Background: an optimization exercise with open tools, aiming at small area. Do not read the settings as production practice. RTL that was checked went through simulation tests only; none was proved equivalent to the original. Function not checked in runs 2 to 5: the RTL went through the layout flow alone. Power is estimated from default activity; no workload was simulated.

<file path="run.sh">
#!/bin/bash
# synth_recipe.tcl (not shown) runs the flow's synth.tcl, then flattens the netlist and writes it again
# the make line also repeats each setting of config.mk as NAME=value (left out here)
make -C /OpenROAD-flow-scripts/flow DESIGN_CONFIG=/design/flow/config.mk WORK_HOME=/design/flow/orfs CLKGATE_MAP_FILE= SYNTH_SCRIPT=/design/flow/synth_recipe.tcl finish
</file>
<file path="config.mk">
export PLATFORM = sky130hd
export DESIGN_NAME = joystick_axes_to_cursor_motion_unit
export DESIGN_NICKNAME = joystick_axes_to_cursor_motion_unit
export VERILOG_FILES = /design/flow/design.v
export SDC_FILE = /design/flow/constraint.sdc
export NUM_CORES = 4
export LEC_CHECK = 0
export CAP_MARGIN = 20
export CORE_MARGIN = 2
export CORE_UTILIZATION = 40
export SLEW_MARGIN = 20
</file>
<file path="constraint.sdc">
create_clock -name core_clock -period 8.0 [get_ports {clk}]
set_input_delay 1.6000 -clock core_clock [delete_from_list [all_inputs] [get_ports {clk}]]
set_output_delay 1.6000 -clock core_clock [all_outputs]
set_load 0.01 [all_outputs]
</file>
<file path="design.v">
package jac_pkg;
    localparam int ADC_BITS_DEF = 10;
endpackage
module joystick_axes_to_cursor_motion_unit #(
    parameter int ADC_BITS = 10
) (
    input  logic        clk,
    input  logic        rst_n,
    input  logic        s_axis_tvalid,
    output logic        s_axis_tready,
    input  logic [47:0] s_axis_tdata,
    output logic        m_axis_tvalid,
    input  logic        m_axis_tready,
    output logic [39:0] m_axis_tdata,
    input  logic        cfg_we,
    input  logic [2:0]  cfg_addr,
    input  logic [9:0]  cfg_data
);
    localparam logic [4:0] PH_IDLE  = 5'd0;
    localparam logic [4:0] PH_START = 5'd1;
    localparam logic [4:0] PH_N1    = 5'd2;    
    localparam logic [4:0] PH_N2    = 5'd3;    
    localparam logic [4:0] PH_S1    = 5'd4;    
    localparam logic [4:0] PH_S2    = 5'd5;    
    localparam logic [4:0] PH_D1    = 5'd6;    
    localparam logic [4:0] PH_D2    = 5'd7;    
    localparam logic [4:0] PH_M100  = 5'd8;    
    localparam logic [4:0] PH_DIVS  = 5'd9;    
    localparam logic [4:0] PH_LDPCT = 5'd10;   
    localparam logic [4:0] PH_DIVD  = 5'd11;   
    localparam logic [4:0] PH_CLRH  = 5'd12;
    localparam logic [4:0] PH_MULP  = 5'd13;   
    localparam logic [4:0] PH_MULMS = 5'd14;   
    localparam logic [4:0] PH_DIV100= 5'd15;   
    localparam logic [4:0] PH_SFIX  = 5'd16;   
    localparam logic [4:0] PH_EMIT  = 5'd17;   
    localparam logic [4:0] PH_FLAG  = 5'd18;
    localparam logic [4:0] PH_ACC   = 5'd19;
    logic [4:0]  ph, ph_n;
    logic [4:0]  cnt, cnt_n;
    logic [1:0]  axis;
    logic [21:0] z;
    logic [9:0]  m;
    logic        neg, zero, seen, vnz;
    logic [6:0]  acnt, cval;
    logic [9:0]  org [4];
    logic [9:0]  amin, amax;
    logic [7:0]  mspd, sdiv;
    logic [37:0] outr;
    logic        oval;
    logic [9:0]  r_i, o_i;
    logic [7:0]  d_eff;
    logic [11:0] f, y;
    logic        sub;
    logic [12:0] sum;
    logic        ge;
    logic [11:0] g;
    logic [6:0]  pctfix, sfix;
    logic        mb, ebit;
    logic [7:0]  v, vabs;
    logic        v_gt, v_lt, v_nz;
    logic [6:0]  cnew;
    logic        report;
    logic        last;
    assign r_i    = s_axis_tdata[axis*10 +: 10];
    assign o_i    = org[axis];
    assign d_eff  = (sdiv == 8'd0) ? 8'd1 : sdiv;
    assign f      = z[21:10];
    assign report = outr[37];
    assign last   = (cnt == 5'd0);
    always_comb
    begin
        y   = 12'd0;
        sub = 1'b1;
        case (ph)
            PH_N2:     y = {1'b0, o_i, 1'b0};
            PH_S2:     y = {1'b0, neg ? amin : o_i, 1'b0};
            PH_D2:     y = {1'b0, neg ? r_i : o_i, 1'b0};
            PH_M100:   begin y = {8'd100, 4'd0}; sub = 1'b0; end
            PH_DIVS:   y = {1'b0, m, 1'b0};
            PH_DIVD:   y = {3'd0, d_eff, 1'b0};
            PH_MULP:   begin y = {1'b0, m, 1'b0}; sub = 1'b0; end
            PH_MULMS:  begin y = {mspd, 4'd0}; sub = 1'b0; end
            PH_DIV100: y = {8'd100, 4'd0};
            PH_EMIT:   begin y = {3'd0, d_eff, 1'b0}; sub = 1'b0; end
            default:   ;
        endcase
        sum = {1'b0, f} + {1'b0, sub ? ~y : y} + {12'd0, sub};
        ge  = sum[12];
        g   = ge ? sum[11:0] : f;
    end
    always_comb
    begin
        pctfix = zero ? 7'd0 : ((z[7] || z[6:0] >= 7'd100) ? 7'd100 : z[6:0]);
        sfix   = !report ? 7'd0 : ((z[14:7] != 8'd0) ? 7'd127 : z[6:0]);
        ebit   = z[0] ^ (neg & seen);
        mb     = (ph == PH_EMIT) ? ebit : z[0];
        v      = z[10:3];
        v_gt   = !v[7] && (v[6:0] > 7'd5);
        v_lt   = v[7] && (v[6:0] < 7'd123);
        v_nz   = v != 8'd0;
        vabs   = v[7] ? (8'd0 - v) : v;
        cnew   = (vabs >= 8'd99) ? 7'd99 : vabs[6:0];
    end
    always_comb
    begin
        ph_n  = ph;
        cnt_n = cnt - 5'd1;
        case (ph)
            PH_IDLE:   if (s_axis_tvalid && !oval) ph_n = PH_START;
            PH_START:  ph_n = (acnt == 7'd100) ? PH_N1 : PH_SFIX;
            PH_N1:     ph_n = PH_N2;
            PH_N2:     ph_n = PH_S1;
            PH_S1:     ph_n = PH_S2;
            PH_S2:     ph_n = PH_D1;
            PH_D1:     ph_n = PH_D2;
            PH_D2:     begin ph_n = PH_M100; cnt_n = 5'd20; end
            PH_M100:   if (last) begin ph_n = PH_DIVS; cnt_n = 5'd7; end
            PH_DIVS:   if (last) ph_n = PH_LDPCT;
            PH_LDPCT:  begin ph_n = PH_DIVD; cnt_n = 5'd7; end
            PH_DIVD:   if (last) ph_n = PH_CLRH;
            PH_CLRH:   begin ph_n = PH_MULP; cnt_n = 5'd10; end
            PH_MULP:   if (last) begin ph_n = PH_MULMS; cnt_n = 5'd13; end
            PH_MULMS:  if (last) begin ph_n = PH_DIV100; cnt_n = 5'd14; end
            PH_DIV100: if (last) ph_n = PH_SFIX;
            PH_SFIX:   begin ph_n = PH_EMIT; cnt_n = 5'd7; end
            PH_EMIT:   if (last) ph_n = PH_FLAG;
            PH_FLAG:   ph_n = (axis == 2'd3) ? PH_ACC : (report ? PH_N1 : PH_SFIX);
            PH_ACC:    ph_n = PH_IDLE;
            default:   ph_n = PH_IDLE;
        endcase
    end
    assign s_axis_tready = (ph == PH_ACC);
    always_ff @(posedge clk or negedge rst_n)
    begin
        if (!rst_n)
        begin
            ph   <= PH_IDLE;
            oval <= 1'b0;
            acnt <= 7'd0;
            cval <= 7'd0;
            for (int i = 0; i < 4; i++)
                org[i] <= 10'd512;
            amin <= 10'd0;
            amax <= 10'd1023;
            mspd <= 8'd2;
            sdiv <= 8'd20;
        end
        else
        begin
            ph <= ph_n;
            if (ph == PH_ACC)
            begin
                oval <= 1'b1;
                acnt <= report ? cval : acnt + 7'd1;
            end
            else if (m_axis_tready)
                oval <= 1'b0;
            if (ph == PH_FLAG && v_nz && (axis == 2'd0 || (axis == 2'd1 && !vnz)))
                cval <= cnew;
            if (cfg_we)
            begin
                case (cfg_addr)
                    3'd0: org[0] <= cfg_data;
                    3'd1: org[1] <= cfg_data;
                    3'd2: org[2] <= cfg_data;
                    3'd3: org[3] <= cfg_data;
                    3'd4: amin   <= cfg_data;
                    3'd5: amax   <= cfg_data;
                    3'd6: mspd   <= cfg_data[7:0];
                    3'd7: sdiv   <= cfg_data[7:0];
                    default: ;
                endcase
            end
        end
    end
    always_ff @(posedge clk)
    begin
        cnt <= cnt_n;
        case (ph)
            PH_START:
            begin
                outr[37] <= acnt == 7'd100;
                outr[36] <= !s_axis_tdata[40];
                axis     <= 2'd0;
                vnz      <= 1'b0;
            end
            PH_N1:     z <= {1'b0, r_i, 11'd0};
            PH_N2:     neg <= !ge;
            PH_S1:     z <= {1'b0, neg ? o_i : amax, 11'd0};
            PH_S2:
            begin
                m    <= sum[10:1];
                zero <= !ge || (sum[10:1] == 10'd0);
            end
            PH_D1:     z <= {1'b0, neg ? o_i : r_i, 11'd0};
            PH_D2:     z[21:10] <= sum[11:0];
            PH_M100, PH_MULP, PH_MULMS, PH_EMIT:
                z <= mb ? {sum, z[9:1]} : {1'b0, f, z[9:1]};
            PH_DIVS, PH_DIVD, PH_DIV100:
                z <= {g[10:0], z[9:0], ge};
            PH_LDPCT:
            begin
                z <= {11'd0, pctfix, 4'd0};
                m <= {3'd0, pctfix};
            end
            PH_CLRH:   z[21:10] <= 12'd0;
            PH_SFIX:
            begin
                z    <= {15'd0, sfix};
                seen <= 1'b0;
            end
            PH_FLAG:
            begin
                axis <= axis + 2'd1;
                if (axis == 2'd0)
                begin
                    outr[32] <= v_gt;
                    outr[33] <= v_lt;
                    if (v_nz)
                        vnz <= 1'b1;
                end
                if (axis == 2'd1)
                begin
                    outr[34] <= v_gt;
                    outr[35] <= v_lt;
                end
            end
            default: ;
        endcase
        if (ph == PH_EMIT)
        begin
            outr[31:0] <= {ebit, outr[31:1]};
            seen       <= seen | z[0];
        end
    end
    assign m_axis_tvalid = oval;
    assign m_axis_tdata  = {2'b00, outr};
endmodule
</file>
==> reports/metrics.cfg, run 1 <==
[clocking]
clkTransAtPathRegs_ps = 70
htree_levels = 4
post_cts.repair.setup_buffers = 0
cts.sinks = 177
cts_tree = yes
clock_latency_ps = 450
cts_resized = 0
cts_buffers = 17
clk_path_buf_depth = 2
root_buffer = clkbuf_16
holdBufCountCts = 0

[routing]
viasPerCell = 5.940
drt-initial-drc-count = 819
ant_nets = 0
via_count = 8174
wl_um = 28370
wl_per_cell_um = 20.62
drc = 0
drt_first_pass_iters = 7

[logic_synthesis]
yosysUniqueCellTypes = 83
yosys-top-cells-area = edfxtp_1 23%, dfrtp_1 20%, mux2_2 8.6%
ys_ff_latch = 177
synth_common_cells = 87 x nand2_1, 79 x dfrtp_1, 77 x mux2_2
yosysTopAreaCellShare_pct = 22.53
synthArstFlopShare_pct = 54.24
syn_area_um2 = 10130
ys_seq_area_share_pct = 47.44
yosys_warnings = 2
synth.avg_cell_area_um2 = 10.59
synth_edf_count = 76
syn_inst = 957
yosysMostFrequentCell = nand2_1
synth_top_area_cell = edfxtp_1
synth_ff_type = dfrtp_1

[power_and_ir_drop]
internal-power_mw = 2.856
vdd_drop_max_mv = 0.1780
power_frac_clock_pct = 16.0
swShare_pct = 46.35
combPwrFrac_pct = 53.2
p_seq_share_pct = 30.8
p_leak_nw = 4.472
p_sw_mw = 2.467
power_density_nw_per_um2 = 442.5

[global_routing]
grtUsageMet1_pct = 30.11
overflow = 0
grt_pass1_vias = 7593
gr-usage-met3_pct = 4.749
top_usage_layer = met2
gr-usage-all-layers_pct = 21.48
antenna_found_initial = 0
met2_usage_pct = 33.89
grt_max_degree = 53
grt_first_pass_wirelength_um = 43990

[die]
die_x_um = 163.1
core-area_um2 = 25040
die-height_um = 163.1
core.rowCount = 58
io_pins = 108
die_area_um2 = 26620
start_util_pct = 40.46

[min_path]
hold_path_class = flip-flop to flip-flop
whs_path_depth = 0
whs_endpoint = outr[7]$_DFFE_PP_
holdCritStartpoint = outr[8]$_DFFE_PP_

[sta]
finalClockSkew_ps = 17.37
max_slew.worst_pin.slew_ps = 1103
fin_tns_setup_ps = 0
setup_viol = 0
rsz0062_at_grt = false
fin_ws_ps = 2180
slew_headroom_pct = 26.04
fin_crit_sh_pct = 72.75
fmax_mhz = 171.8
period_minus_slack_ps = 5820
maxSlewViolCount = 0
hold_viol = 0

[setup_path]
critPathLaunchType = flip-flop
r2r-end = z[11]$_DFFE_PP_
worstPathArrival_ps = 6010
crit_path_max_fanout = 25
ff2ff_path_depth = 14
worst-endpoint-required_ps = 8190
reg2reg_slack_ps = 2180
regToRegStartpoint = ph[4]$_DFFE_PN0P_
end_kind = flip-flop
criticalPathCategory = flip-flop to flip-flop

[flow_run]
maxCapViolations = 0

[status]
status = no timing/DRC/antenna violations

[placement]
io_buffers = 98
gp_congestion = 0.9481
hpwlAfterDp_um = 20620
place_ws_ps = 1941

[finish]
final_nets = 1125
syn2layout_area_growth_pct = 18.72
antenna_cells = 0
drive_gt1_share_pct = 16.44

## how the worst max path moves through the flow
stage,from,to,slack (ps)
2_1_floorplan,ph[2]$_DFFE_PN0P_,z[11]$_DFFE_PP_,2160
3_3_place_gp,s_axis_tdata[30],z[11]$_DFFE_PP_,1970
3_5_place_dp,s_axis_tdata[30],z[11]$_DFFE_PP_,1940
4_1_cts,ph[4]$_DFFE_PN0P_,z[11]$_DFFE_PP_,2240
5_1_grt,axis[0]$_SDFFCE_PN0P_,z[11]$_DFFE_PP_,1890
6_report,ph[4]$_DFFE_PN0P_,z[11]$_DFFE_PP_,2180
## cells by family after synthesis
family | count (synthesis) | synth area share [%]
buffers and inverters | 92 | 3.668
AOI/OAI and AO/OA | 286 | 19.28
xor gates and xnor gates | 25 | 2.161
muxes | 92 | 11.28
other | 1 | 0.03702
DFF | 177 | 47.44
adders and majority gates | 26 | 3.285
and+or+nand+nor | 258 | 12.86
## flip-flops by register name, indices dropped and copies added (netlist names), 8 cells and up
register	flops
sdiv	8
amin	10
org	40
m	10
z	22
mspd	8
outr	38
amax	10
## power groups by stage
stage	Combinational [mW]	Sequential (mW)	Clock [mW]
5_1_grt	3.08	1.68	0.904
3_3_place_gp	2.75	1.64	0
4_1_cts	2.79	1.63	0.871
6_report	2.83	1.64	0.854
3_5_place_dp	2.78	1.65	0
2_1_floorplan	2.08	1.48	0
## cell type report
class                      instances  area (um^2)
clock buffer                      17        425.4
clock inverter                    15        182.7
sequential                       177         4806
inverter                          34        127.6
multi-input combinational        689         4975
fill                            2330        13010
tap                              330        412.9
timing repair buffer             114         1099
## metrics by stage
step	area, um^2	power [mW]	util [%]	hold WS [ps]	cells
3_3_place_gp	11420	4.388	45.61	431.3	1344
6_report	12030	5.322	48.04	454.1	1376
4_1_cts	12030	5.292	48.04	457.4	1376
5_1_grt	12030	5.663	48.04	461.6	1376
2_1_floorplan	10130	3.569	-	442.6	958
3_5_place_dp	11420	4.424	45.61	434.0	1344
## layer usage
layer  vias up  wire length, um
li1       3814                -
met1      4000            12830
met2       330            13030
met3        30             2141
met4         0              376
met5         -                0
## cell usage in the layout (no fill, tap or decap), types with 10 or more instances in the layout
master            n
buf_4            17
mux4_2           10
edfxtp_1         76
nand2b_1         11
a222oi_1         16
nor2_1           42
xnor2_1          19
dfstp_2          17
mux2_2           77
clkbuf_16        17
a21oi_1          60
o211ai_1         18
nor3_1           22
ha_1             25
nand2_1          87
o21ai_0          68
a22oi_1          19
nand3_1          23
inv_1            32
dfrtp_1          79
clkdlybuf4s50_1  97
a22o_1           13
## worst max-delay path, cell delays in order (launching register included)
cell	delay, ps
dfrtp_1	840
nor3b_1	420
a21oi_1	110
nor3_1	820
o21ai_0	320
o2111ai_1	230
xnor2_1	150
fa_1	460
a211oi_1	340
o21ai_0	320
o21ai_1	520
nand2_1	360
inv_1	260
nor3_1	90
o32a_1	340
==> inputs of run 2 (changes only) <==
--- a/design.v
+++ b/design.v
@@ -53,3 +53,3 @@
     logic [11:0] f, y;
-    logic        sub;
+    logic        sub, rev;
     logic [12:0] sum;
@@ -74,6 +74,7 @@
         sub = 1'b1;
+        rev = 1'b0;
         case (ph)
             PH_N2:     y = {1'b0, o_i, 1'b0};
-            PH_S2:     y = {1'b0, neg ? amin : o_i, 1'b0};
-            PH_D2:     y = {1'b0, neg ? r_i : o_i, 1'b0};
+            PH_S2:     begin y = {1'b0, o_i, 1'b0}; sub = !neg; rev = neg; end
+            PH_D2:     begin y = {1'b0, o_i, 1'b0}; sub = !neg; rev = neg; end
             PH_M100:   begin y = {8'd100, 4'd0}; sub = 1'b0; end
@@ -87,3 +88,3 @@
         endcase
-        sum = {1'b0, f} + {1'b0, sub ? ~y : y} + {12'd0, sub};
+        sum = {1'b0, rev ? ~f : f} + {1'b0, sub ? ~y : y} + {12'd0, sub | rev};
         ge  = sum[12];
@@ -189,3 +190,3 @@
             PH_N2:     neg <= !ge;
-            PH_S1:     z <= {1'b0, neg ? o_i : amax, 11'd0};
+            PH_S1:     z <= {1'b0, neg ? amin : amax, 11'd0};
             PH_S2:
@@ -195,3 +196,3 @@
             end
-            PH_D1:     z <= {1'b0, neg ? o_i : r_i, 11'd0};
+            PH_D1:     z <= {1'b0, r_i, 11'd0};
             PH_D2:     z[21:10] <= sum[11:0];
==> flow/run.sh (new file) <==
#!/bin/bash
set -euo pipefail
bash standard.sh \
  "BUFFER_PORTS_ARGS=-buffer_cell sky130_fd_sc_hd__buf_1" \
  "CTS_ARGS=-sink_clustering_enable -repair_clock_nets -dont_use_dummy_load" \
  finish > run_standard.log 2>&1
==> standard.sh (new file) <==
#!/bin/bash
# synth_recipe.tcl (not shown) runs the flow's synth.tcl, then flattens the netlist and writes it again
# the make line also repeats each setting of config.mk as NAME=value (left out here)
make -C /OpenROAD-flow-scripts/flow DESIGN_CONFIG=/design/flow/config.mk WORK_HOME=/design/flow/orfs CLKGATE_MAP_FILE= SYNTH_SCRIPT=/design/flow/synth_recipe.tcl "${@:-finish}"
removed: run.sh
==> run 2 against run 1 <==
  * Utilization down 2.8 points
  * Sequential share of layout area increased by 3.8 points
  * Routed wire length down 8.0%
  * Combinational power down 8.5%
  * Still clean on timing, DRC and antenna
  * Sequential cell count stayed put
  * Global-route usage shrank 1.6 points
  * Critical path depth grew 1
  * First-iteration DRC count down 6.3%
  * Largest cell class is now flip-flops and latches
  * Clock skew rose by 12 ps
==> reports/metrics.cfg, run 2 <==
[sta]
fin_tns_setup_ps = 0
hold_viol = 0
maxSlewViolCount = 0
fin_crit_sh_pct = 69.63
fin_ws_ps = 2429
max_slew.worst_pin.slew_ps = 1064
setup_viol = 0
period_minus_slack_ps = 5571
rsz0062_at_grt = false
slew_headroom_pct = 28.44
fmax_mhz = 179.5
finalClockSkew_ps = 29.38

[global_routing]
antenna_found_initial = 0
grt_max_degree = 77
gr-usage-all-layers_pct = 19.93
grt_first_pass_wirelength_um = 40340
grt_pass1_vias = 7105
overflow = 0

[power_and_ir_drop]
vdd_drop_max_mv = 0.1728
power.total_mw = 4.921
p_leak_nw = 4.143
power_density_nw_per_um2 = 448.4

[logic_synthesis]
synth_edf_count = 76
synth.avg_cell_area_um2 = 10.79
yosys_warnings = 2
synth_common_cells = 83 x mux2_2, 79 x dfrtp_1, 76 x edfxtp_1
ys_ff_latch = 177
syn_inst = 915
synth_top_area_cell = edfxtp_1
ys_seq_area_share_pct = 48.68
synth_ff_type = dfrtp_1
syn_area_um2 = 9873
yosysMostFrequentCell = mux2_2
synthArstFlopShare_pct = 54.24
yosysUniqueCellTypes = 73
yosys-top-cells-area = edfxtp_1 23%, dfrtp_1 20%, mux2_2 9.5%
yosysTopAreaCellShare_pct = 23.11

[finish]
n_fill_cell = 2332
fin_cells = 1312
drive_gt1_share_pct = 16.09
layout_common_cells = 97 x buf_1, 83 x mux2_2, 79 x dfrtp_1
largest_reg_flops = 40
regMostFlops = org
antenna_cells = 0
syn2layout_area_growth_pct = 11.15
layout_commonest_cell = buf_1
stdcell_area_um2 = 10970
final_nets = 1078
top_regs = org: 40 flops, outr: 38 flops, z: 22 flops

[die]
die_area_um2 = 25960
core-area_um2 = 24250
io_pins = 108
core.rowCount = 57
die-height_um = 161.1
die_x_um = 161.1
start_util_pct = 40.72

[status]
status = no timing/DRC/antenna violations

[routing]
ant_nets = 0
drt-initial-drc-count = 767
drt_first_pass_iters = 7
wl_per_cell_um = 19.89
via_count = 7576
drc = 0
wl_um = 26100
viasPerCell = 5.774

[min_path]
hold_path_class = flip-flop to flip-flop

[setup_path]
criticalPathCategory = flip-flop to flip-flop
cp_cell_sequence = nand2b_1 -> nor2_1 -> and3_1 -> nor2_1 -> inv_2 -> fa_1 -> fa_1 -> nand2b_1 -> a21oi_1 -> o31a_1 -> o41a_1 -> inv_1 -> and3_1 -> a31oi_1 -> a22oi_1
crit_path_max_fanout = 24
worstPathArrival_ps = 5730
critPathLaunchType = flip-flop
worst-endpoint-required_ps = 8160
end_kind = flip-flop
cp.buffers_inverters = 2
cpMaxStageDelayCell = dfrtp_1
crit_family = simple AND/OR/NAND/NOR gates
max_stage_delay_ps = 790

[placement]
dp_cells = 1295
placed_cell_area_um2 = 10550
place_ws_ps = 2403
hpwlAfterDp_um = 18820
io_buffers = 98
gp_congestion = 0.8760

[clocking]
cts.sinks = 177
clkTransAtPathRegs_ps = 60
cts_tree = yes
clk_path_buf_depth = 2
cts_buffers = 17
post_cts.repair.setup_buffers = 0
clock_latency_ps = 430
holdBufCountCts = 0
htree_levels = 4
root_buffer = clkbuf_16
cts_resized = 0

[flow_run]
maxCapViolations = 0

-- run 2: area by class of cell --
class	count	area (um^2)	share of cell area, %
flip-flops and latches	177	4806	43.79
multi-input cells	650	4733	43.13
repair buffers	114	491.7	4.481
clock buffers	17	425.4	3.876
well taps	324	405.4	3.694
inverters	30	112.6	1.026
-- run 2: cells by family (layout without fill, tap and decap cells) --
kind of cell	count (synthesis)	after routing	synth area share (%)
AOI/OAI and AO/OA	240	240	16.22
and+or+nand+nor	238	238	11.76
DFF	177	177	48.68
muxes	108	108	13.27
buffers and inverters	89	161	3.548
xor gates and xnor gates	40	40	3.548
adders and majority gates	22	22	2.940
other	1	2	0.03798
-- run 2: routing by layer --
layer  GRT usage (%)  wire length (um)  vias to the layer above
li1                -                 -                     3564
met2           31.39             12110                      241
met1           28.86             12250                     3750
met4           4.830               385                        0
met3           3.313              1346                       21
met5               0                 0                        -
-- run 2: final timing paths --
| path | cells past startpoint | start | end | slack [ps] |
|---|---|---|---|---|
| setup / recovery | 15 | ph[3]$_DFFE_PN0P_ | z[19]$_DFFE_PP_ | 2430 |
| hold / removal | 0 | outr[31]$_DFFE_PP_ | outr[30]$_DFFE_PP_ | 440 |
| setup reg to reg | 15 | ph[3]$_DFFE_PN0P_ | z[19]$_DFFE_PP_ | 2430 |
| hold reg to reg | 0 | outr[31]$_DFFE_PP_ | outr[30]$_DFFE_PP_ | 440 |
| max in group asynchronous | 2 | rst_n | sdiv[7]$_DFFE_PN0P_ | 5640 |
| min in group asynchronous | 1 | rst_n | cval[2]$_DFFE_PN0P_ | 1110 |
-- run 2: through the flow --
stage / util [%] / hold WS (ps)
5_1_grt: 45.26 / 451.0
3_3_place_gp: 43.50 / 428.9
3_5_place_dp: 43.50 / 435.7
6_report: 45.26 / 439.5
4_1_cts: 45.26 / 443.8
2_1_floorplan: - / 450.6
-- run 2: where the power goes --
group	internal, mW	switching (mW)
sequential	1.37	0.280
clock	0.370	0.307
combinational	1.02	1.57
==> inputs of run 3 (changes only) <==
--- a/design.v
+++ b/design.v
@@ -40,6 +40,6 @@
     logic [4:0]  cnt, cnt_n;
-    logic [1:0]  axis;
+    logic [1:0]  axis, lane;
     logic [21:0] z;
     logic [9:0]  m;
-    logic        neg, zero, seen, vnz;
+    logic        neg, zero, seen;
     logic [6:0]  acnt, cval;
@@ -48,3 +48,3 @@
     logic [7:0]  mspd, sdiv;
-    logic [37:0] outr;
+    logic [29:0] outr;    
     logic        oval;
@@ -63,9 +63,11 @@
     logic        report;
-    logic        last;
-    assign r_i    = s_axis_tdata[axis*10 +: 10];
-    assign o_i    = org[axis];
+    logic        last, last3;
+    assign lane   = {axis[1], axis[1] ? axis[0] : !axis[0]};
+    assign r_i    = s_axis_tdata[lane*10 +: 10];
+    assign o_i    = org[lane];
     assign d_eff  = (sdiv == 8'd0) ? 8'd1 : sdiv;
     assign f      = z[21:10];
-    assign report = outr[37];
+    assign report = outr[29];
     assign last   = (cnt == 5'd0);
+    assign last3  = (ph == PH_EMIT) && (axis == 2'd3);
     always_comb
@@ -159,3 +161,3 @@
                 oval <= 1'b0;
-            if (ph == PH_FLAG && v_nz && (axis == 2'd0 || (axis == 2'd1 && !vnz)))
+            if (ph == PH_FLAG && v_nz && !axis[1])
                 cval <= cnew;
@@ -183,6 +185,5 @@
             begin
-                outr[37] <= acnt == 7'd100;
-                outr[36] <= !s_axis_tdata[40];
+                outr[29] <= acnt == 7'd100;
+                outr[28] <= !s_axis_tdata[40];
                 axis     <= 2'd0;
-                vnz      <= 1'b0;
             end
@@ -199,3 +200,3 @@
             PH_M100, PH_MULP, PH_MULMS, PH_EMIT:
-                z <= mb ? {sum, z[9:1]} : {1'b0, f, z[9:1]};
+                z <= (mb && !last3) ? {sum, z[9:1]} : {last3 & ebit, f, z[9:1]};
             PH_DIVS, PH_DIVD, PH_DIV100:
@@ -218,6 +219,4 @@
                 begin
-                    outr[32] <= v_gt;
-                    outr[33] <= v_lt;
-                    if (v_nz)
-                        vnz <= 1'b1;
+                    outr[26] <= v_gt;
+                    outr[27] <= v_lt;
                 end
@@ -225,4 +224,4 @@
                 begin
-                    outr[34] <= v_gt;
-                    outr[35] <= v_lt;
+                    outr[24] <= v_gt;
+                    outr[25] <= v_lt;
                 end
@@ -233,3 +232,4 @@
         begin
-            outr[31:0] <= {ebit, outr[31:1]};
+            if (axis != 2'd3)
+                outr[23:0] <= {ebit, outr[23:1]};
             seen       <= seen | z[0];
@@ -238,3 +238,3 @@
     assign m_axis_tvalid = oval;
-    assign m_axis_tdata  = {2'b00, outr};
+    assign m_axis_tdata  = {2'b00, outr[29:28], outr[27:24], z[21:14], outr[23:16], outr[7:0], outr[15:8]};
 endmodule
==> flow/run.sh (replaced) <==
#!/bin/bash
set -euo pipefail
bash standard.sh \
  "BUFFER_PORTS_ARGS=-buffer_cell sky130_fd_sc_hd__buf_1" \
  "CTS_ARGS=-sink_clustering_enable -repair_clock_nets -dont_use_dummy_load -buf_list sky130_fd_sc_hd__clkbuf_4 sky130_fd_sc_hd__clkbuf_8" \
  finish > run_standard.log 2>&1
==> run 3 against run 2 <==
  * Synthesized cell count fell by 3.8%
  * Synthesized area fell by 2.6%
  * The run now fails in clock tree synthesis
==> reports/metrics.cfg, run 3 <==
[status]
status = stopped before the end
toolErrorMsg = [ERROR STA-0564] clock_tree_synthesis positional arguments not supported.
failed_stage = clock tree synthesis

[logic_synthesis]
synth_compound_area_share_pct = 15.66
synth_edf_count = 67
synth.area.mux_share_pct = 13.75
yosys-top-cells-area = edfxtp_1 21%, dfrtp_1 21%, mux2_2 9.0%
synth-adder-area-share_pct = 3.279
syn_area_um2 = 9617
synth_top_family_by_area = compound AO/OA/AOI/OAI gates
ys_seq_area_share_pct = 47.16
synth_common_cells = 79 x dfrtp_1, 77 x mux2_2, 67 x edfxtp_1
ys_ff_latch = 168
yosysTopAreaCellShare_pct = 20.92
synth.avg_cell_area_um2 = 10.93
synth-xor-area-share_pct = 3.643
yosysMostFrequentCell = dfrtp_1
syn_inst = 880
synthArstFlopShare_pct = 57.14
yosys_warnings = 2
synth-simple-area-share_pct = 12.26
synth_top_area_cell = edfxtp_1
synth_ff_type = dfrtp_1
yosysUniqueCellTypes = 81

[die]
io_pins = 108
start_util_pct = 40.85
die_x_um = 159.1
die-height_um = 159.1
core.rowCount = 56

[placement]
io_buffers = 98
hpwlAfterDp_um = 18180
gp_congestion = 0.8624

run 3: changes by cell type after synthesis, sizes merged, moves of 6 or more:
cell | before | now
a21oi | 64 | 58
a221o | 9 | 3
buf | 10 | 32
clkbuf | 49 | 25
edfxtp | 76 | 67
mux2 | 83 | 77
mux2i | 15 | 23
nand2 | 65 | 59
nor2 | 72 | 62
nor3 | 15 | 21
o21ai | 60 | 46
run 3: worst min path at each step:
stage	startpoint	end	slack (ps)	cells past startpoint
detailed placement	outr[16]$_DFFE_PP_	outr[15]$_DFFE_PP_	430	0
global placement	outr[23]$_DFFE_PP_	outr[22]$_DFFE_PP_	430	0
floorplan	cval[3]$_DFFE_PN0P_	acnt[3]$_DFFE_PN0P_	470	2
run 3: through the flow:
| stage | area [um^2] | instances | setup WS (ps) | power [mW] |
|---|---|---|---|---|
| after floorplan | 9620 | 881 | 3886 | 3.812 |
| after global placement | 10170 | 1249 | 2446 | 4.462 |
| after detailed placement | 10170 | 1249 | 2415 | 4.468 |
run 3: cell families after synthesis:
family | count (synthesis)
AOI/OAI and AO/OA | 217
xor gates and xnor gates | 40
adders and majority gates | 24
buffers and inverters | 88
DFF | 168
muxes | 110
other | 1
and+or+nand+nor | 232
run 3: power groups by stage:
stage	registers, mW	logic [mW]	clock network (mW)
after detailed placement	1.59	2.88	0
after global placement	1.59	2.87	0
after floorplan	1.48	2.34	0
==> inputs of run 4 (changes only) <==
==> flow/run.sh (replaced) <==
#!/bin/bash
set -euo pipefail
bash standard.sh \
  "BUFFER_PORTS_ARGS=-buffer_cell sky130_fd_sc_hd__buf_1" \
  "CTS_ARGS=-sink_clustering_enable -repair_clock_nets -dont_use_dummy_load -buf_list sky130_fd_sc_hd__clkbuf_8 -sink_clustering_size 30" \
  finish > run_standard.log 2>&1
==> run 4 against run 3 <==
  * Now clean on timing, DRC and antenna
  * Synthesized cell count did not move
  * Synthesized area unchanged
==> reports/metrics.cfg, run 4 <==
[clocking]
cts.sinks = 168
cts_tree = yes
root_buffer = clkbuf_8
cts_buffers = 17
clkTransAtPathRegs_ps = 90
holdBufCountCts = 0
clk_path_buf_depth = 2
clock_latency_ps = 470
htree_levels = 4
cts_resized = 0
post_cts.repair.setup_buffers = 0

[finish]
layout_common_cells = 97 x buf_1, 79 x dfrtp_1, 77 x mux2_2
fin_cells = 1266
n_fill_cell = 2258
top_regs = org: 40 flops, outr: 30 flops, z: 22 flops
regMostFlops = org
fin_util_pct = 44.20
final_nets = 1039
layout_commonest_cell = buf_1
largest_reg_flops = 40
syn2layout_area_growth_pct = 8.197
antenna_cells = 0
drive_gt1_share_pct = 16.26

[logic_synthesis]
syn_area_um2 = 9617
synth.avg_cell_area_um2 = 10.93
syn_inst = 880
synth_edf_count = 67
ys_ff_latch = 168
synthArstFlopShare_pct = 57.14
yosys_warnings = 2
yosysUniqueCellTypes = 81
ys_seq_area_share_pct = 47.16
yosys-top-cells-area = edfxtp_1 21%, dfrtp_1 21%, mux2_2 9.0%
yosysTopAreaCellShare_pct = 20.92
synth_top_area_cell = edfxtp_1
synth_ff_type = dfrtp_1
synth_common_cells = 79 x dfrtp_1, 77 x mux2_2, 67 x edfxtp_1
yosysMostFrequentCell = dfrtp_1

[placement]
dp_cells = 1249
gp_congestion = 0.8624
io_buffers = 98
hpwlAfterDp_um = 18180

[power_and_ir_drop]
p_sw_mw = 2.390
swShare_pct = 47.86
internal-power_mw = 2.603
combPwrFrac_pct = 59.1
power_density_nw_per_um2 = 479.9
power.total_mw = 4.993
p_leak_nw = 3.884
p_seq_share_pct = 31.7
vdd_drop_max_mv = 0.2538
power_frac_clock_pct = 9.3

[die]
die_x_um = 159.1
core.rowCount = 56
start_util_pct = 40.85
die-height_um = 159.1
die_area_um2 = 25300
io_pins = 108
core-area_um2 = 23540

[global_routing]
grt_pass1_vias = 7000
gr-usage-all-layers_pct = 20.07
grt_first_pass_wirelength_um = 40040
grt_max_degree = 77
overflow = 0
antenna_found_initial = 0

[routing]
viasPerCell = 5.735
wl_um = 25040
via_count = 7260
drt-initial-drc-count = 811
drt_first_pass_iters = 6
drc = 0
wl_per_cell_um = 19.78
ant_nets = 0

[setup_path]
cpMaxStageDelayCell = dfrtp_1
critPathLaunchType = flip-flop
reg2reg_slack_ps = 2300
max_stage_delay_ps = 890
worstPathArrival_ps = 5890
cp.buffers_inverters = 2
cp_cell_sequence = or3b_1 -> nand2_1 -> a211oi_2 -> buf_4 -> and2_1 -> inv_2 -> fa_1 -> fa_1 -> nand2b_1 -> a21oi_2 -> o21bai_1 -> o21ai_2 -> mux2_2 -> a22oi_1 -> a22oi_1
worst-endpoint-required_ps = 8190
crit_path_max_fanout = 26
end_kind = flip-flop
criticalPathCategory = flip-flop to flip-flop
crit_family = compound AO/OA/AOI/OAI gates

[sta]
maxSlewViolCount = 0
setup_viol = 0
fmax_mhz = 175.4
period_minus_slack_ps = 5702
max_slew.worst_pin.slew_ps = 968.1
fin_crit_sh_pct = 71.27
fin_tns_setup_ps = 0
slew_headroom_pct = 35.27
hold_ws_ps = 457.9
rsz0062_at_grt = false
hold_viol = 0
finalClockSkew_ps = 32.06

[min_path]
hold_path_class = flip-flop to flip-flop

[status]
status = no timing/DRC/antenna violations

[flow_run]
maxCapViolations = 0

run 4: cell counts after synthesis:
No cell type changed its count.
run 4: layer usage:
layer	routed length, um	global-route usage (%)	share of wire, %	up-vias
met5	0	0	0	-
met4	520	6.612	2.1	0
met3	1362	3.230	5.4	33
met2	11500	30.91	46	261
met1	11660	28.96	47	3560
li1	-	-	-	3406
run 4: worst paths after layout:
| check | start | end | cells after the start |
|---|---|---|---|
| hold reg to reg | outr[16]$_DFFE_PP_ | outr[15]$_DFFE_PP_ | 0 |
| hold / removal | outr[16]$_DFFE_PP_ | outr[15]$_DFFE_PP_ | 0 |
| setup / recovery | ph[2]$_DFFE_PN0P_ | z[17]$_DFFE_PP_ | 15 |
| min in group asynchronous | rst_n | acnt[1]$_DFFE_PN0P_ | 1 |
| setup reg to reg | ph[2]$_DFFE_PN0P_ | z[17]$_DFFE_PP_ | 15 |
| max in group asynchronous | rst_n | org[1][8]$_DFFE_PN0P_ | 2 |
run 4: cells by family (layout without fill, tap and decap cells):
kind of cell             Yosys count  in the layout  synth area share, %
adder cells (fa/ha/maj)           24             24                3.279
flip-flops                       168            168                47.16
AND/OR/NAND/NOR                  232            232                12.26
AO/OA/AOI/OAI                    217            217                15.66
multiplexers                     110            110                13.75
buffers and inverters             88            154                4.202
other                              1              2              0.03899
XOR/XNOR                          40             40                3.643
run 4: cell type report:
type / instances / area, um^2 / share of cell area (%)
multi-input cells: 625 / 4688 / 45.06
well taps: 319 / 399.1 / 3.836
repair buffers: 106 / 431.7 / 4.149
flip-flops and latches: 168 / 4536 / 43.59
inverters: 31 / 116.4 / 1.118
clock buffers: 17 / 234.0 / 2.249
run 4: power groups by stage:
stage	clock network (mW)	registers [mW]	logic, mW
2_1_floorplan	0	1.48	2.34
3_3_place_gp	0	1.59	2.87
3_5_place_dp	0	1.59	2.88
4_1_cts	0.478	1.58	2.91
5_1_grt	0.516	1.62	3.22
6_report	0.463	1.58	2.95
run 4: stage by stage:
step | area (um^2) | setup slack [ps]
floorplan | 9620 | 3886
global placement | 10170 | 2446
detailed placement | 10170 | 2415
CTS | 10400 | 2386
global route | 10410 | 1986
finish | 10410 | 2298
==> inputs of run 5 (changes only) <==
==> flow/run.sh (replaced) <==
#!/bin/bash
set -euo pipefail
bash standard.sh \
  "BUFFER_PORTS_ARGS=-buffer_cell sky130_fd_sc_hd__buf_1" \
  "CTS_ARGS=-sink_clustering_enable -repair_clock_nets -dont_use_dummy_load -buf_list {sky130_fd_sc_hd__clkbuf_4 sky130_fd_sc_hd__clkbuf_8}" \
  finish > run_standard.log 2>&1
==> run 5 against run 4 <==
  * Critical path depth did not move
  * Maximum frequency unchanged
  * Still clean on timing, DRC and antenna
  * Final area unchanged
  * Worst setup slack is the same
  * Global-route usage stayed put
  * First-iteration DRC count unchanged
  * Clock skew unchanged
==> reports/metrics.cfg, run 5 <==
[logic_synthesis]
yosysTopAreaCellShare_pct = 20.92
synth_ff_type = dfrtp_1
synth_top_family_by_area = compound AO/OA/AOI/OAI gates
yosys_warnings = 2
synth_common_cells = 79 x dfrtp_1, 77 x mux2_2, 67 x edfxtp_1
ys_seq_area_share_pct = 47.16
synth_edf_count = 67
syn_inst = 880
synth_top_area_cell = edfxtp_1
yosysUniqueCellTypes = 81
synth-xor-area-share_pct = 3.643
yosys-top-cells-area = edfxtp_1 21%, dfrtp_1 21%, mux2_2 9.0%
synth-adder-area-share_pct = 3.279
synth.avg_cell_area_um2 = 10.93
syn_area_um2 = 9617
synthArstFlopShare_pct = 57.14
yosysMostFrequentCell = dfrtp_1
synth.area.mux_share_pct = 13.75
ys_ff_latch = 168
synth_compound_area_share_pct = 15.66
synth-simple-area-share_pct = 12.26

[flow_run]
maxCapViolations = 0

[power_and_ir_drop]
power_frac_clock_pct = 9.3
internal-power_mw = 2.603
p_seq_share_pct = 31.7
p_leak_nw = 3.884
combPwrFrac_pct = 59.1
p_sw_mw = 2.390
vdd_drop_max_mv = 0.2538
swShare_pct = 47.86
power_density_nw_per_um2 = 479.9

[finish]
antenna_cells = 0
syn2layout_area_growth_pct = 8.197
drive_gt1_share_pct = 16.26
layout_commonest_cell = buf_1
layout_common_cells = 97 x buf_1, 79 x dfrtp_1, 77 x mux2_2
regMostFlops = org
final_nets = 1039
largest_reg_flops = 40
n_fill_cell = 2258
fin_util_pct = 44.20
top_regs = org: 40 flops, outr: 30 flops, z: 22 flops

[die]
die_area_um2 = 25300
start_util_pct = 40.85
core-area_um2 = 23540
io_pins = 108
core.rowCount = 56
die_x_um = 159.1
die-height_um = 159.1

[setup_path]
worst-endpoint-required_ps = 8190
end_kind = flip-flop
ff2ff_path_depth = 15
reg2reg_slack_ps = 2300
r2r-end = z[17]$_DFFE_PP_
cp_cell_sequence = or3b_1 -> nand2_1 -> a211oi_2 -> buf_4 -> and2_1 -> inv_2 -> fa_1 -> fa_1 -> nand2b_1 -> a21oi_2 -> o21bai_1 -> o21ai_2 -> mux2_2 -> a22oi_1 -> a22oi_1
worstPathArrival_ps = 5890
cpMaxStageDelayCell = dfrtp_1
max_stage_delay_ps = 890
crit_path_max_fanout = 26
criticalPathCategory = flip-flop to flip-flop
critPathLaunchType = flip-flop
regToRegStartpoint = ph[2]$_DFFE_PN0P_

[clocking]
holdBufCountCts = 0
cts_tree = yes
root_buffer = clkbuf_8
htree_levels = 4
cts_buffers = 17
clkTransAtPathRegs_ps = 90
clk_path_buf_depth = 2
cts_resized = 0
cts.sinks = 168
clock_latency_ps = 470
post_cts.repair.setup_buffers = 0

[min_path]
whs_path_depth = 0
holdCritStartpoint = outr[16]$_DFFE_PP_
whs_endpoint = outr[15]$_DFFE_PP_
hold_path_class = flip-flop to flip-flop

[routing]
ant_nets = 0
via_count = 7260
drt-initial-drc-count = 811
viasPerCell = 5.735
drc = 0
wl_um = 25040
wl_per_cell_um = 19.78
drt_first_pass_iters = 6

[sta]
period_minus_slack_ps = 5702
maxSlewViolCount = 0
fin_ws_ps = 2298
fin_crit_sh_pct = 71.27
slew_headroom_pct = 35.27
fin_tns_setup_ps = 0
fmax_mhz = 175.4
hold_viol = 0
finalClockSkew_ps = 32.06
max_slew.worst_pin.slew_ps = 968.1
rsz0062_at_grt = false
setup_viol = 0

[placement]
hpwlAfterDp_um = 18180
io_buffers = 98
place_ws_ps = 2415
gp_congestion = 0.8624

[global_routing]
grt_max_degree = 77
grt_pass1_vias = 7000
overflow = 0
gr-usage-all-layers_pct = 20.07
antenna_found_initial = 0
grt_first_pass_wirelength_um = 40040

[status]
status = no timing/DRC/antenna violations

[run 5: critical path: cells and delay by family, from the launching register on]
family          cells  cell delay [ps]
compound gates      6             1530
fa+ha+maj           2              940
buf+inv             2              450
flops               1              890
mux                 1              420
simple gates        4             1200
[run 5: cells by family (layout without fill, tap and decap cells)]
kind of cell,count (synthesis),in the layout
other,1,2
AND/OR/NAND/NOR,232,232
XOR/XNOR,40,40
AO/OA/AOI/OAI,217,217
buffers and inverters,88,154
multiplexers,110,110
flip-flops,168,168
adder cells (fa/ha/maj),24,24
[run 5: layer usage]
metal	up-vias	GRT usage [%]	part of all wire [%]
li1	3406	-	-
met3	33	3.230	5.4
met2	261	30.91	46
met1	3560	28.96	47
met5	-	0	0
met4	0	6.612	2.1
[run 5: final cells by class]
| class | count | area [um^2] | share of cell area, % |
|---|---|---|---|
| clock buffer | 17 | 234.0 | 2.249 |
| inverter | 31 | 116.4 | 1.118 |
| timing repair buffer | 106 | 431.7 | 4.149 |
| tap | 319 | 399.1 | 3.836 |
| multi-input combinational | 625 | 4688 | 45.06 |
| sequential | 168 | 4536 | 43.59 |
[run 5: stage by stage]
stage	cells	cell area [um^2]	hold WS [ps]	power (mW)
after global routing	1266	10410	464.9	5.352
after detailed placement	1249	10170	434.2	4.468
after global placement	1249	10170	433.1	4.462
after floorplan	881	9620	472.9	3.812
after CTS	1266	10400	458.2	4.961
final	1266	10410	457.9	4.993
[run 5: power by group through the flow]
stage          clock, mW  sequential (mW)  combinational, mW
2_1_floorplan          0             1.48               2.34
3_3_place_gp           0             1.59               2.87
3_5_place_dp           0             1.59               2.88
4_1_cts            0.478             1.58               2.91
5_1_grt            0.516             1.62               3.22
6_report           0.463             1.58               2.95
[run 5: how the worst max path moves through the flow]
stage,to,slack (ps),cells after the start,start
finish,z[17]$_DFFE_PP_,2300,15,ph[2]$_DFFE_PN0P_
global route,z[17]$_DFFE_PP_,1990,15,ph[2]$_DFFE_PN0P_
CTS,z[17]$_DFFE_PP_,2390,13,ph[4]$_DFFE_PN0P_
detailed placement,z[17]$_DFFE_PP_,2410,15,ph[2]$_DFFE_PN0P_
global placement,z[17]$_DFFE_PP_,2450,13,ph[4]$_DFFE_PN0P_
floorplan,z[21]$_DFFE_PP_,3890,18,axis[1]$_SDFFCE_PN0P_
==> inputs of run 6 (changes only) <==
--- a/design.v
+++ b/design.v
@@ -26,14 +26,14 @@
     localparam logic [4:0] PH_D2    = 5'd7;    
-    localparam logic [4:0] PH_M100  = 5'd8;    
-    localparam logic [4:0] PH_DIVS  = 5'd9;    
-    localparam logic [4:0] PH_LDPCT = 5'd10;   
-    localparam logic [4:0] PH_DIVD  = 5'd11;   
-    localparam logic [4:0] PH_CLRH  = 5'd12;
-    localparam logic [4:0] PH_MULP  = 5'd13;   
-    localparam logic [4:0] PH_MULMS = 5'd14;   
-    localparam logic [4:0] PH_DIV100= 5'd15;   
-    localparam logic [4:0] PH_SFIX  = 5'd16;   
-    localparam logic [4:0] PH_EMIT  = 5'd17;   
-    localparam logic [4:0] PH_FLAG  = 5'd18;
-    localparam logic [4:0] PH_ACC   = 5'd19;
+    localparam logic [4:0] PH_M100  = 5'd16;    
+    localparam logic [4:0] PH_DIVS  = 5'd25;    
+    localparam logic [4:0] PH_LDPCT = 5'd8;   
+    localparam logic [4:0] PH_DIVD  = 5'd26;   
+    localparam logic [4:0] PH_CLRH  = 5'd9;
+    localparam logic [4:0] PH_MULP  = 5'd17;   
+    localparam logic [4:0] PH_MULMS = 5'd19;   
+    localparam logic [4:0] PH_DIV100= 5'd24;   
+    localparam logic [4:0] PH_SFIX  = 5'd10;   
+    localparam logic [4:0] PH_EMIT  = 5'd18;   
+    localparam logic [4:0] PH_FLAG  = 5'd11;
+    localparam logic [4:0] PH_ACC   = 5'd12;
     logic [4:0]  ph, ph_n;
@@ -74,18 +74,19 @@
     begin
-        y   = 12'd0;
-        sub = 1'b1;
-        rev = 1'b0;
-        case (ph)
-            PH_N2:     y = {1'b0, o_i, 1'b0};
-            PH_S2:     begin y = {1'b0, o_i, 1'b0}; sub = !neg; rev = neg; end
-            PH_D2:     begin y = {1'b0, o_i, 1'b0}; sub = !neg; rev = neg; end
-            PH_M100:   begin y = {8'd100, 4'd0}; sub = 1'b0; end
-            PH_DIVS:   y = {1'b0, m, 1'b0};
-            PH_DIVD:   y = {3'd0, d_eff, 1'b0};
-            PH_MULP:   begin y = {1'b0, m, 1'b0}; sub = 1'b0; end
-            PH_MULMS:  begin y = {mspd, 4'd0}; sub = 1'b0; end
-            PH_DIV100: y = {8'd100, 4'd0};
-            PH_EMIT:   begin y = {3'd0, d_eff, 1'b0}; sub = 1'b0; end
-            default:   ;
-        endcase
+        if (ph[4])
+        begin
+            case (ph[1:0])
+                2'd0:    y = {8'd100, 4'd0};
+                2'd1:    y = {1'b0, m, 1'b0};
+                2'd2:    y = {3'd0, d_eff, 1'b0};
+                default: y = {mspd, 4'd0};
+            endcase
+            sub = ph[3];
+            rev = 1'b0;
+        end
+        else
+        begin
+            y   = {1'b0, o_i, 1'b0};
+            rev = neg && (ph == PH_S2 || ph == PH_D2);
+            sub = !rev;
+        end
         sum = {1'b0, rev ? ~f : f} + {1'b0, sub ? ~y : y} + {12'd0, sub | rev};
@@ -182,2 +183,9 @@
         cnt <= cnt_n;
+        if (ph[4])
+        begin
+            if (ph[3])
+                z <= {g[10:0], z[9:0], ge};
+            else
+                z <= (mb && !last3) ? {sum, z[9:1]} : {last3 & ebit, f, z[9:1]};
+        end
         case (ph)
@@ -199,6 +207,2 @@
             PH_D2:     z[21:10] <= sum[11:0];
-            PH_M100, PH_MULP, PH_MULMS, PH_EMIT:
-                z <= (mb && !last3) ? {sum, z[9:1]} : {last3 & ebit, f, z[9:1]};
-            PH_DIVS, PH_DIVD, PH_DIV100:
-                z <= {g[10:0], z[9:0], ge};
             PH_LDPCT:
==> flow/run.sh (replaced) <==
#!/bin/bash
set -euo pipefail
bash standard.sh \
  "BUFFER_PORTS_ARGS=-buffer_cell sky130_fd_sc_hd__buf_1" \
  "CTS_ARGS=-sink_clustering_enable -repair_clock_nets -dont_use_dummy_load -buf_list sky130_fd_sc_hd__clkbuf_8" \
  "RECOVER_POWER=100" \
  finish > run_standard.log 2>&1
==> run 6 against run 5 <==
  * The layout now fails its checks (capacitance limit, slew limit)
  * Clock power is 0.9% lower
  * Synthesized cell count grew 0.11%
  * Non-clock buffer count grew 4
  * Global-route usage shrank 0.17 points
  * Routed wire length is 0.48% higher
  * Sequential power shrank 5%
  * Register-to-register slack lost 470 ps
  * Utilization shrank 0.42 points
  * Maximum frequency fell by 7.6%
  * Cell count up 0.32%
  * First-iteration DRC count decreased by 35%
  * Final area is 0.95% lower
  * Largest power group unchanged
==> reports/metrics.cfg, run 6 <==
[setup_path]
worst-endpoint-required_ps = 8200
crit_family = buffers and inverters
cp_cell_sequence = clkbuf_1 -> inv_1 -> nand2_1 -> o21ai_0 -> clkbuf_1 -> fa_1 -> fa_1 -> nor2b_1 -> o211ai_1 -> a211oi_2 -> o22ai_2 -> inv_1 -> mux2_2 -> o221a_1
worstPathArrival_ps = 6370
cp.buffers_inverters = 4
critPathLaunchType = flip-flop
max_stage_delay_ps = 1220
criticalPathCategory = flip-flop to flip-flop
cpMaxStageDelayCell = clkbuf_1
end_kind = flip-flop
crit_path_max_fanout = 31

[clocking]
cts_buffers = 17
cts.sinks = 168
clock_latency_ps = 460
post_cts.repair.setup_buffers = 0
clkTransAtPathRegs_ps = 90
cts_resized = 0
htree_levels = 4
root_buffer = clkbuf_8
clk_path_buf_depth = 2
cts_tree = yes
holdBufCountCts = 0

[logic_synthesis]
ys_ff_latch = 168
yosys-top-cells-area = edfxtp_1 21%, dfrtp_1 21%, mux2_2 9.4%
synthArstFlopShare_pct = 57.14
syn_area_um2 = 9594
synth_common_cells = 80 x mux2_2, 79 x dfrtp_1, 75 x nand2_1
ys_seq_area_share_pct = 47.27
yosysUniqueCellTypes = 81
yosys_warnings = 2
yosysTopAreaCellShare_pct = 20.97
syn_inst = 881
synth_ff_type = dfrtp_1
synth_edf_count = 67
synth.avg_cell_area_um2 = 10.89
synth_top_area_cell = edfxtp_1
yosysMostFrequentCell = mux2_2

[routing]
drt_first_pass_iters = 5
drt-initial-drc-count = 530
drc = 0
wl_um = 25160
ant_nets = 0
viasPerCell = 5.665
via_count = 7194
wl_per_cell_um = 19.81

[sta]
setup_viol = 0
max_slew.worst_pin.slew_ps = 3812
hold_viol = 0
rsz0062_at_grt = false
fmax_mhz = 162.1
slew_headroom_pct = -154.1
maxSlewViolCount = 141
fin_tns_setup_ps = 0
finalClockSkew_ps = 39.83
period_minus_slack_ps = 6171
fin_crit_sh_pct = 77.13

[finish]
top_regs = org: 40 flops, outr: 30 flops, z: 22 flops
antenna_cells = 0
layout_common_cells = 94 x buf_1, 80 x mux2_2, 79 x dfrtp_1
drive_gt1_share_pct = 15.04
final_nets = 1043
stdcell_area_um2 = 10310
layout_commonest_cell = buf_1
syn2layout_area_growth_pct = 7.420
largest_reg_flops = 40
regMostFlops = org

[flow_run]
maxCapViolations = 4

[die]
die-height_um = 158.9
io_pins = 108
die_area_um2 = 25240
core.rowCount = 56
start_util_pct = 40.75
core-area_um2 = 23540
die_x_um = 158.9

[placement]
io_buffers = 98
placed_cell_area_um2 = 10150
hpwlAfterDp_um = 18320
gp_congestion = 0.8768

[status]
status = complete, but fails checks
so.violations = capacitance limit, slew limit

[global_routing]
grt_max_degree = 73
antenna_found_initial = 0
grt_pass1_vias = 6877
grt_first_pass_wirelength_um = 39300
gr-usage-all-layers_pct = 19.91
overflow = 0

[min_path]
hold_path_class = flip-flop to flip-flop

[power_and_ir_drop]
vdd_drop_max_mv = 0.2378
p_leak_nw = 3.964
power_density_nw_per_um2 = 468.2

-- run 6: cell count changes after synthesis, moves of 5 or more --
cell / previous run / this run
nor2b_1: 9 / 3
nand2_1: 59 / 75
o21ai_0: 40 / 46
o22ai_1: 6 / 11
xnor2_1: 28 / 15
a211oi_1: 9 / 15
xor2_1: 12 / 26
a221oi_1: 11 / 4
and2_1: 7 / 2
mux2i_1: 23 / 28
o211ai_1: 8 / 17
-- run 6: final timing paths --
check,from,endpoint,slack (ps),cells past startpoint
setup reg to reg,ph[3]$_DFFE_PN0P_,z[20]$_DFFE_PP_,1830,14
setup / recovery,ph[3]$_DFFE_PN0P_,z[20]$_DFFE_PP_,1830,14
hold reg to reg,outr[23]$_DFFE_PP_,outr[22]$_DFFE_PP_,440,0
hold / removal,outr[23]$_DFFE_PP_,outr[22]$_DFFE_PP_,440,0
max in group asynchronous,rst_n,org[0][0]$_DFFE_PN0P_,2280,2
min in group asynchronous,rst_n,acnt[2]$_DFFE_PN0P_,1450,1
-- run 6: routing by layer --
metal	vias to the layer above	track usage [%]	part of all wire, %
li1	3374	-	-
met1	3545	28.60	46
met2	262	32.20	47
met3	13	3.161	6.1
met4	0	3.595	0.88
met5	-	0	0
-- run 6: final cells by class --
type                    instances  area (um^2)
fillers                      2338        13240
multi-input cells             629         4604
flip-flops and latches        168         4536
repair buffers                110        431.7
well taps                     319        399.1
clock buffers                  17        234.0
inverters                      27        101.3
-- run 6: power by group --
part / switching [mW] / internal [mW] / total (mW)
Clock: 0.271 / 0.188 / 0.459
Combinational: 1.77 / 1.10 / 2.87
Sequential: 0.219 / 1.28 / 1.50
-- run 6: logic make-up after synthesis --
logic type                 count (synthesis)  synth area share (%)
and+or+nand+nor                          225                 11.31
AOI/OAI and AO/OA                        218                 15.26
DFF                                      168                 47.27
muxes                                    119                 14.78
buffers and inverters                     85                 4.317
xor gates and xnor gates                  41                 3.743
adders and majority gates                 24                 3.286
other                                      1               0.03909
-- run 6: per-stage QoR --
stage	util [%]	worst slack, ps	total power, mW	instances	hold slack [ps]
6_report	43.78	1829	4.825	1270	444.4
5_1_grt	43.78	1241	5.184	1270	470.8
4_1_cts	44.12	2601	4.865	1270	448.6
3_5_place_dp	43.13	2592	4.399	1253	433.2
3_3_place_gp	43.08	2634	4.373	1252	432.1
2_1_floorplan	-	3983	3.695	882	471.6
==> inputs of run 7 (changes only) <==
--- a/flow/run.sh
+++ b/flow/run.sh
@@ -5,3 +5,2 @@
   "CTS_ARGS=-sink_clustering_enable -repair_clock_nets -dont_use_dummy_load -buf_list sky130_fd_sc_hd__clkbuf_8" \
-  "RECOVER_POWER=100" \
   finish > run_standard.log 2>&1
==> run 7 against run 6 <==
  * The run now finishes clean
  * First-iteration DRC count is 7.2% higher
  * Via count hardly changed
  * Clock-buffer cell count stayed put
  * Combinational power is 2% higher
  * Cell count stayed put
  * Sequential cell count stayed put
  * Register-to-register slack better by 870 ps
  * Hold slack better by 1.3 ps
  * Maximum frequency is 16% higher
  * Worst setup slack better by 870 ps
  * Sequential share of layout area is 0.36 points lower
  * Critical endpoint unchanged
==> reports/metrics.cfg, run 7 <==
[sta]
maxSlewViolCount = 0
rsz0062_at_grt = false
fmax_mhz = 188.8
fin_crit_sh_pct = 66.22
setup_viol = 0
max_slew.worst_pin.slew_ps = 907.9
hold_ws_ps = 445.7
period_minus_slack_ps = 5298
hold_viol = 0
slew_headroom_pct = 39.47
fin_tns_setup_ps = 0
finalClockSkew_ps = 40.11

[clocking]
post_cts.repair.setup_buffers = 0
clkTransAtPathRegs_ps = 90
cts_buffers = 17
htree_levels = 4
cts_resized = 0
cts.sinks = 168
cts_tree = yes
holdBufCountCts = 0
clk_path_buf_depth = 2
clock_latency_ps = 460
root_buffer = clkbuf_8

[finish]
regMostFlops = org
top_regs = org: 40 flops, outr: 30 flops, z: 22 flops
layout_common_cells = 97 x buf_1, 80 x mux2_2, 79 x dfrtp_1
fin_cells = 1270
final_nets = 1043
layout_commonest_cell = buf_1
drive_gt1_share_pct = 16.82
syn2layout_area_growth_pct = 8.295
antenna_cells = 0
fin_util_pct = 44.13
largest_reg_flops = 40

[die]
core.rowCount = 56
die_x_um = 158.9
die_area_um2 = 25240
core-area_um2 = 23540
start_util_pct = 40.75
io_pins = 108
die-height_um = 158.9

[logic_synthesis]
synth_ff_type = dfrtp_1
yosys_warnings = 2
synth_common_cells = 80 x mux2_2, 79 x dfrtp_1, 75 x nand2_1
yosysUniqueCellTypes = 81
syn_inst = 881
synth.avg_cell_area_um2 = 10.89
yosysMostFrequentCell = mux2_2
synth_top_area_cell = edfxtp_1
ys_seq_area_share_pct = 47.27
syn_area_um2 = 9594
synthArstFlopShare_pct = 57.14
synth_edf_count = 67
yosysTopAreaCellShare_pct = 20.97
ys_ff_latch = 168
yosys-top-cells-area = edfxtp_1 21%, dfrtp_1 21%, mux2_2 9.4%

[routing]
drt-initial-drc-count = 568
viasPerCell = 5.663
wl_um = 25220
wl_per_cell_um = 19.86
ant_nets = 0
drc = 0
via_count = 7192
drt_first_pass_iters = 5

[setup_path]
ff2ff_path_depth = 15
critPathLaunchType = flip-flop
worstPathArrival_ps = 5500
criticalPathCategory = flip-flop to flip-flop
crit_path_max_fanout = 21
end_kind = flip-flop
worst-endpoint-required_ps = 8200

[placement]
dp_cells = 1253
gp_congestion = 0.8768
io_buffers = 98
hpwlAfterDp_um = 18320

[global_routing]
grt_max_degree = 73
gr-usage-all-layers_pct = 19.91
grt_first_pass_wirelength_um = 39300
overflow = 0
antenna_found_initial = 0
grt_pass1_vias = 6877

[min_path]
hold_path_class = flip-flop to flip-flop
whs_path_depth = 0

[status]
status = no timing/DRC/antenna violations

[power_and_ir_drop]
power_density_nw_per_um2 = 469.7
vdd_drop_max_mv = 0.2465
p_leak_nw = 4.010
power.total_mw = 4.880

[flow_run]
maxCapViolations = 0

[run 7: cell counts after synthesis]
No cell type changed its count.
[run 7: critical path, cell delays in order (launching register included)]
cell,delay [ps]
edfxtp_1,920
inv_1,200
ha_1,420
a222oi_1,450
nand2_1,100
a21oi_1,240
a21oi_1,100
xnor2_1,170
ha_1,370
a21o_2,230
a21oi_1,230
a211oi_2,130
o22ai_2,670
inv_1,240
mux2_2,330
o221a_1,230
[run 7: cells by family (layout without fill, tap and decap cells)]
kind of cell    Yosys count  count (layout)  share of synthesized area [%]
other cells               1               2                        0.03909
compound gates          218             218                          15.26
mux                     119             119                          14.78
fa+ha+maj                24              24                          3.286
simple gates            225             225                          11.31
buf+inv                  85             154                          4.317
xor+xnor                 41              41                          3.743
flops                   168             168                          47.27
[run 7: path summary, 6_finish.rpt]
check | startpoint | to | slack, ps
min | outr[23]$_DFFE_PP_ | outr[22]$_DFFE_PP_ | 450
max in group asynchronous | rst_n | org[0][0]$_DFFE_PN0P_ | 5670
max | axis[1]$_SDFFCE_PN0P_ | z[20]$_DFFE_PP_ | 2700
max reg2reg | axis[1]$_SDFFCE_PN0P_ | z[20]$_DFFE_PP_ | 2700
min reg2reg | outr[23]$_DFFE_PP_ | outr[22]$_DFFE_PP_ | 450
min in group asynchronous | rst_n | acnt[2]$_DFFE_PN0P_ | 1090
[run 7: routing by layer]
metal	GRT usage, %	vias up	wire length, um
li1	-	3383	-
met1	28.60	3553	11680
met2	32.20	240	11860
met3	3.161	16	1442
met4	3.595	0	234
met5	0	-	0
[run 7: metrics by stage]
stage | setup WS, ps | instance area (um^2)
final | 2702 | 10390
after detailed placement | 2592 | 10150
after floorplan | 3983 | 9598
after global routing | 2389 | 10390
after CTS | 2601 | 10390
after global placement | 2634 | 10140
[run 7: power breakdown]
group	switching, mW	internal [mW]
clock	0.271	0.188
combinational	1.79	1.13
sequential	0.220	1.28
[run 7: area by class of cell]
| class | instances | area, um^2 |
|---|---|---|
| flip-flops and latches | 168 | 4536 |
| repair buffers | 110 | 461.7 |
| inverters | 27 | 101.3 |
| clock buffers | 17 | 234.0 |
| fillers | 2326 | 13150 |
| multi-input cells | 629 | 4658 |
| well taps | 319 | 399.1 |
==> inputs of run 8 (changes only) <==
--- a/config.mk
+++ b/config.mk
@@ -9,3 +9,3 @@
 export CORE_MARGIN = 2
-export CORE_UTILIZATION = 40
+export CORE_UTILIZATION = 65
 export SLEW_MARGIN = 20
==> run 8 against run 7 <==
  * Utilization up 26 points
  * Clock power about the same
  * Worst setup slack worse by 81 ps
  * Sequential power about the same
  * Hold slack better by 5.0 ps
  * Critical path depth unchanged
  * Synthesized area unchanged
  * Critical endpoint unchanged
  * Routed wire length down 2.9%
  * Cell count down 11%
  * Maximum frequency down 1.5%
  * Still clean
==> reports/metrics.cfg, run 8 <==
[power_and_ir_drop]
internal-power_mw = 2.593
p_leak_nw = 3.986
swShare_pct = 48.05
power.total_mw = 4.990
p_sw_mw = 2.398
combPwrFrac_pct = 60.6
vdd_drop_max_mv = 0.2460
p_seq_share_pct = 30.3
power_density_nw_per_um2 = 489.2
power_frac_clock_pct = 9.1

[global_routing]
overflow = 0
grt_pass1_vias = 7104
grt_max_degree = 82
gr-usage-all-layers_pct = 31.59
grt_first_pass_wirelength_um = 38770
antenna_found_initial = 0

[routing]
ant_nets = 0
viasPerCell = 6.605
wl_per_cell_um = 21.65
wl_um = 24490
drt-initial-drc-count = 818
drt_first_pass_iters = 6
via_count = 7470
drc = 0

[setup_path]
criticalPathCategory = flip-flop to flip-flop
critPathLaunchType = flip-flop
cpMaxStageDelayCell = edfxtp_1
crit_family = compound AO/OA/AOI/OAI gates
crit_top_cell = inv_1
reg2reg_slack_ps = 2620
ff2ff_path_depth = 15
r2r-end = z[20]$_DFFE_PP_
worst-path-stages = 15
end_kind = flip-flop
max_stage_delay_ps = 890
regToRegStartpoint = axis[1]$_SDFFCE_PN0P_
worstPathArrival_ps = 5590
crit_path_max_fanout = 21
cp.buffers_inverters = 3
cp-startpoint = axis[1]$_SDFFCE_PN0P_
cp-endpoint = z[20]$_DFFE_PP_
cp_cell_sequence = inv_1 -> ha_1 -> a222oi_1 -> a211oi_1 -> a21oi_1 -> xor2_1 -> inv_1 -> fa_1 -> nor2b_1 -> o211ai_1 -> a211oi_2 -> o22ai_2 -> inv_1 -> mux2_2 -> o221a_1
worst-endpoint-required_ps = 8210

[logic_synthesis]
ys_seq_area_share_pct = 47.27
synthArstFlopShare_pct = 57.14
yosys-top-cells-area = edfxtp_1 21%, dfrtp_1 21%, mux2_2 9.4%
yosysTopAreaCellShare_pct = 20.97
synth_top_area_cell = edfxtp_1
syn_area_um2 = 9594
yosys_warnings = 2
synth_ff_type = dfrtp_1
syn_inst = 881
synth_common_cells = 80 x mux2_2, 79 x dfrtp_1, 75 x nand2_1
synth_edf_count = 67
yosysUniqueCellTypes = 81
ys_ff_latch = 168
yosysMostFrequentCell = mux2_2
synth.avg_cell_area_um2 = 10.89

[status]
status = no timing/DRC/antenna violations

[finish]
layout_common_cells = 97 x buf_1, 80 x mux2_2, 79 x dfrtp_1
largest_reg_flops = 40
regMostFlops = org
seq_area_um2 = 4536
final_nets = 1039
drive_gt1_share_pct = 16.68
multi_input_area_um2 = 4667
antenna_cells = 0
n_fill_cell = 1080
layout_commonest_cell = buf_1
stdcell_area_um2 = 10200
top_regs = org: 40 flops, outr: 30 flops, z: 22 flops
syn2layout_area_growth_pct = 6.312

[sta]
rsz0062_at_grt = false
max_slew.worst_pin.slew_ps = 988.5
slew_headroom_pct = 33.60
fin_crit_sh_pct = 67.23
finalClockSkew_ps = 25.62
fin_tns_setup_ps = 0
fmax_mhz = 185.9
setup_viol = 0
hold_viol = 0
period_minus_slack_ps = 5379
maxSlewViolCount = 0

[clocking]
cts.sinks = 168
htree_levels = 4
post_cts.repair.setup_buffers = 0
cts_buffers = 17
holdBufCountCts = 0
clk_path_buf_depth = 2
root_buffer = clkbuf_8
cts_resized = 0
clkTransAtPathRegs_ps = 70
clock_latency_ps = 460
cts_tree = yes

[placement]
hpwlAfterDp_um = 17910
io_buffers = 98
placed_cell_area_um2 = 9952
gp_congestion = 0.9868

[die]
die_x_um = 125.5
die-height_um = 125.5
core.rowCount = 44
start_util_pct = 66.26
io_pins = 108
die_area_um2 = 15750
core-area_um2 = 14480

[min_path]
whs_path_depth = 0
hold_path_class = flip-flop to flip-flop
holdCritStartpoint = outr[15]$_DFFE_PP_

[flow_run]
maxCapViolations = 0

-- run 8: cell counts after synthesis --
No cell type changed its count.
-- run 8: area by class of cell --
class                           instances  area share [%]
Multi-Input combinational cell        629           45.76
Sequential cell                       168           44.47
Timing Repair Buffer                  106           4.232
Clock buffer                           17           2.294
Tap cell                              184           2.257
Inverter                               27          0.9936
-- run 8: worst min path at each step --
stage	end	slack, ps
finish	outr[14]$_DFFE_PP_	450
CTS	outr[14]$_DFFE_PP_	440
floorplan	org[0][1]$_DFFE_PN0P_	470
global placement	outr[13]$_DFFE_PP_	430
global route	outr[12]$_DFFE_PP_	460
detailed placement	outr[14]$_DFFE_PP_	430
-- run 8: through the flow --
stage | instances | util (%) | worst slack [ps] | hold WS [ps]
6_report | 1131 | 70.45 | 2621 | 450.7
5_1_grt | 1131 | 70.45 | 2481 | 456.7
4_1_cts | 1131 | 70.35 | 2684 | 444.2
3_5_place_dp | 1114 | 68.73 | 2692 | 431.7
3_3_place_gp | 1114 | 68.72 | 2663 | 428.8
2_1_floorplan | 882 | - | 3983 | 471.6
-- run 8: metal layers --
| layer | wire, um | part of all wire (%) | track usage (%) | vias to the layer above |
|---|---|---|---|---|
| met2 | 11850 | 48 | 51.07 | 375 |
| li1 | - | - | - | 3376 |
| met1 | 10210 | 42 | 43.70 | 3668 |
| met3 | 1891 | 7.7 | 6.376 | 51 |
| met4 | 533 | 2.2 | 9.412 | 0 |
| met5 | 0 | 0 | 0 | - |
-- run 8: logic make-up (layout without fill, tap and decap cells) --
kind of cell,count (synthesis),in the layout,share of synthesized area (%)
other,1,2,0.03909
xor gates and xnor gates,41,41,3.743
buffers and inverters,85,150,4.317
DFF,168,168,47.27
adders and majority gates,24,24,3.286
and+or+nand+nor,225,225,11.31
AOI/OAI and AO/OA,218,218,15.26
muxes,119,119,14.78
-- run 8: power by group through the flow --
stage	registers [mW]	logic, mW	clock network (mW)
after global routing	1.54	3.27	0.498
after floorplan	1.41	2.29	0
final	1.51	3.02	0.456
after CTS	1.50	2.95	0.463
after detailed placement	1.52	2.93	0
after global placement	1.51	2.86	0

Re-timed with assumed drivers on the ports (clkbuf_16 on the clock, buf_2 on other inputs), run 8 has 2.621 ns of setup slack against 2.621 ns with ideal ports, and 2.621 ns once port delays also move by the mid clock arrival of 0.497 ns.
